This is an optimization exercise on Yosys and OpenROAD, whose aim is small area and a short achievable clock period, not a production implementation. Power and IR drop assume default switching activity.

// rs_alu
module rs_alu (
  input  logic                 clk,
  input  logic                 rst,
  input  logic                 disp_valid,
  input  logic [TAG_W-1:0]     disp_src_a,
  input  logic [TAG_W-1:0]     disp_src_b,
  input  logic [TAG_W-1:0]     disp_dest,
  input  logic                 disp_rdy_a,
  input  logic                 disp_rdy_b,
  input  logic [DATA_W-1:0]    disp_imm,
  input  logic                 disp_dest_valid,
  input  logic [OP_W-1:0]      disp_alu_op,
  input  logic [SPECTAG_W-1:0] disp_spectag,
  input  logic                 disp_specbit,
  input  logic [AGE_W-1:0]     disp_age,
  input  logic [DLY_W-1:0]     disp_delay,
  input  logic                 br_valid,
  input  logic                 br_success,
  input  logic [SPECTAG_W-1:0] br_tag,
  output logic                 full,
  output logic                 issue_valid,
  output logic [TAG_W-1:0]     issue_src_a,
  output logic [TAG_W-1:0]     issue_src_b,
  output logic [TAG_W-1:0]     issue_dest,
  output logic [DATA_W-1:0]    issue_imm,
  output logic                 issue_dest_valid,
  output logic [OP_W-1:0]      issue_alu_op,
  output logic [SPECTAG_W-1:0] issue_spectag,
  output logic                 issue_specbit
);
==> flow/config.mk <==
export PLATFORM = sky130hd
export DESIGN_NAME = rs_alu
export DESIGN_NICKNAME = rs_alu
export VERILOG_FILES = /design/flow/design.v
export SDC_FILE = /design/flow/constraint.sdc
export NUM_CORES = 4
export LEC_CHECK = 0
export CAP_MARGIN = 20
export CORE_MARGIN = 2
export CORE_UTILIZATION = 60
export CTS_BUF_LIST = sky130_fd_sc_hd__clkbuf_16
export CTS_CLUSTER_DIAMETER = 100
export CTS_CLUSTER_SIZE = 20
export SETUP_SLACK_MARGIN = 5.0
export SLEW_MARGIN = 20
export TNS_END_PERCENT = 0
==> flow/constraint.sdc <==
create_clock -name core_clock -period 7.5 [get_ports {clk}]
set_input_delay 1.5000 -clock core_clock [delete_from_list [all_inputs] [get_ports {clk}]]
set_output_delay 1.5000 -clock core_clock [all_outputs]
set_load 0.01 [all_outputs]
standard.sh (not shown) runs the stock make flow with config.mk's settings and CLKGATE_MAP_FILE= SYNTH_SCRIPT=/design/flow/synth_recipe.tcl, a recipe that flattens the netlist after the stock synthesis.
==> flow/flow/run.sh <==
#!/bin/bash
# Standard layout, with plain buffers on the ports and sizing not tied to cell footprints.
set -euo pipefail
bash standard.sh BUFFER_PORTS_ARGS="-buffer_cell sky130_fd_sc_hd__buf_2" MATCH_CELL_FOOTPRINT=0 finish > flow_make.log 2>&1
Change:
--- a/flow/design.v
+++ b/flow/design.v
@@ -156,44 +156,41 @@
 module rs_issue_select (
   input  logic                  clk,
   input  logic [N_ENT-1:0]      busy,
   input  logic [AGE_W-1:0]      wr_age,
   input  logic [N_ENT*AGE_W-1:0] ages,       
   input  logic [N_ENT-1:0]      ready,
   output logic [N_ENT-1:0]      grant,
   output logic                  any
 );
   logic             older [N_ENT][N_ENT];
   logic [N_ENT-1:0] below;   
   logic [AGE_W:0]   cmp_a, cmp_b;
-  logic [AGE_W:0]   cmp_e;
-  logic             cmp_t;
+  logic             cmp_eq;
   logic [N_ENT-1:0] c;       
   always_comb
   begin
     for (int k = 0; k < N_ENT; k++)
     begin
       below[k] = 1'b1;
       for (int m = 0; m <= k; m++)
         below[k] = below[k] && busy[m];
-      cmp_a = {ages[k*AGE_W +: AGE_W], 1'b0};
-      cmp_b = {wr_age, below[k]};
-      cmp_e = ~(cmp_a ^ cmp_b);
-      c[k]  = 1'b0;
-      for (int n = 0; n <= AGE_W; n++)
+      cmp_a  = {ages[k*AGE_W +: AGE_W], 1'b0};
+      cmp_b  = {wr_age, below[k]};
+      c[k]   = 1'b0;
+      cmp_eq = 1'b1;
+      for (int n = AGE_W; n >= 0; n--)
       begin
-        cmp_t = !cmp_a[n] && cmp_b[n];
-        for (int m = n + 1; m <= AGE_W; m++)
-          cmp_t = cmp_t && cmp_e[m];
-        c[k] = c[k] || cmp_t;
+        c[k]   = c[k] || (cmp_eq && !cmp_a[n] && cmp_b[n]);
+        cmp_eq = cmp_eq && (cmp_a[n] == cmp_b[n]);
       end
     end
   end
   always_ff @(posedge clk)
   begin
     for (int i = 0; i < N_ENT; i++)
       for (int j = i + 1; j < N_ENT; j++)
         if (!busy[j])
           older[i][j] <= c[i];         
         else if (!busy[i])
           older[i][j] <= !c[j];        
   end
@@ -327,69 +324,60 @@
     begin
       issue_valid <= 1'b0;
       full        <= 1'b0;
     end
     else
     begin
       issue_valid <= any;
       full        <= !any && (&busy_nx);
     end
   end
   logic [N_ENT-1:0] iss_sel;       
   logic [N_ENT-1:0] iss_sel_imm;   
-  logic [N_ENT-1:0] iss_sel_hi;    
-  logic [N_ENT-1:0] iss_sel_src;   
   logic [PL_W-1:0]  p;
   logic             sb;
   logic             gv;
   logic             gf;
   always_comb
   begin
     p  = '0;
     sb = 1'b0;
     gv = 1'b0;
     gf = 1'b0;
     for (int i = 0; i < N_ENT; i++)
     begin
       p  = p  | ({PL_W{grant[i]}} & payloads[i*PL_W +: PL_W]);
       sb = sb | (grant[i] & specbits[i]);
       gv = gv | (grant[i] & payloads[i*PL_W+OFS_DV]);
       gf = gf | (grant[i] & payloads[i*PL_W+OFS_DV] & (payloads[i*PL_W+OFS_DLY +: DLY_W] == '0));
     end
   end
   always_ff @(posedge clk)
   begin
     iss_sel       <= grant;
     iss_sel_imm   <= rst ? grant : '0;
-    if (any)
-      iss_sel_hi  <= grant;
-    if (!rst)
-      iss_sel_src <= '0;
-    else if (any)
-      iss_sel_src <= grant;
     iss_dest      <= p[OFS_DEST +: TAG_W];
     iss_dv        <= p[OFS_DV];
     iss_dly       <= p[OFS_DLY +: DLY_W];
     issue_specbit <= sb;
     wk_valid      <= rst && gv;
     wk_fast       <= rst && gf;
   end
   always_comb
   begin
     issue_src_a   = '0;
     issue_src_b   = '0;
     issue_imm     = '0;
     issue_alu_op  = '0;
     issue_spectag = '0;
     for (int i = 0; i < N_ENT; i++)
     begin
-      issue_src_a   = issue_src_a   | ({TAG_W{iss_sel_src[i]}} & payloads[i*PL_W+OFS_SRCA +: TAG_W]);
-      issue_src_b   = issue_src_b   | ({TAG_W{iss_sel_src[i]}} & payloads[i*PL_W+OFS_SRCB +: TAG_W]);
-      issue_imm     = issue_imm     | {{(DATA_W/2){iss_sel_hi[i]}} & payloads[i*PL_W+OFS_IMM+DATA_W/2 +: DATA_W/2],
-                                       {(DATA_W/2){iss_sel_imm[i]}} & payloads[i*PL_W+OFS_IMM +: DATA_W/2]};
+      issue_src_a   = issue_src_a   | ({TAG_W{iss_sel[i]}}     & payloads[i*PL_W+OFS_SRCA +: TAG_W]);
+      issue_src_b   = issue_src_b   | ({TAG_W{iss_sel[i]}}     & payloads[i*PL_W+OFS_SRCB +: TAG_W]);
+      issue_imm     = issue_imm     | ({DATA_W{iss_sel_imm[i]}} & payloads[i*PL_W+OFS_IMM +: DATA_W]);
       issue_alu_op  = issue_alu_op  | ({OP_W{iss_sel[i]}}      & payloads[i*PL_W+OFS_OP +: OP_W]);
       issue_spectag = issue_spectag | ({SPECTAG_W{iss_sel[i]}} & payloads[i*PL_W+OFS_STAG +: SPECTAG_W]);
     end
   end
   assign issue_dest       = iss_dest;
   assign issue_dest_valid = iss_dv;
 endmodule
Effect: Worst setup slack got worse by 57 ps. Fmax shrinks by 1.7%. Routed wire length goes up by about 1.6%. Clock power falls by about 3%. Hold slack hardly moves. Critical path depth rose by 1. Power went down by about 3%.
Function was not checked in any run of this note: the RTL went through the layout flow alone.

-- port drivers added, routing unchanged --
Ports are ideal in the flow. The routed layouts listed here were re-timed in OpenROAD.
Step 1: set_driving_cell puts a clkbuf_16 on clk and a buf_2 on each other input, an assumption about the parent block.
Step 2 moves the port delays by t, midway between the first and last clock arrival at a register: inputs arrive t later, outputs are due t later. That takes back most of the time a late clock gives input paths.
Three values: ideal, step 1, step 2; two values: the first two.
run | t (ns) | setup WS [ns] | hold WS [ns] | latest minus earliest clock arrival (ns)
the first run | 0.644 | 4.254 / 4.194 / 3.744 | 0.479 / 0.479 / 0.479 | 0.026 / 0.026
the second run | 0.637 | 4.197 / 4.140 / 3.734 | 0.480 / 0.480 / 0.480 | 0.019 / 0.018
After both steps setup and hold are still met in every run listed. The setup slack of the first run, which loses most, moves by -0.060 ns with the drivers and by -0.510 ns with both steps.
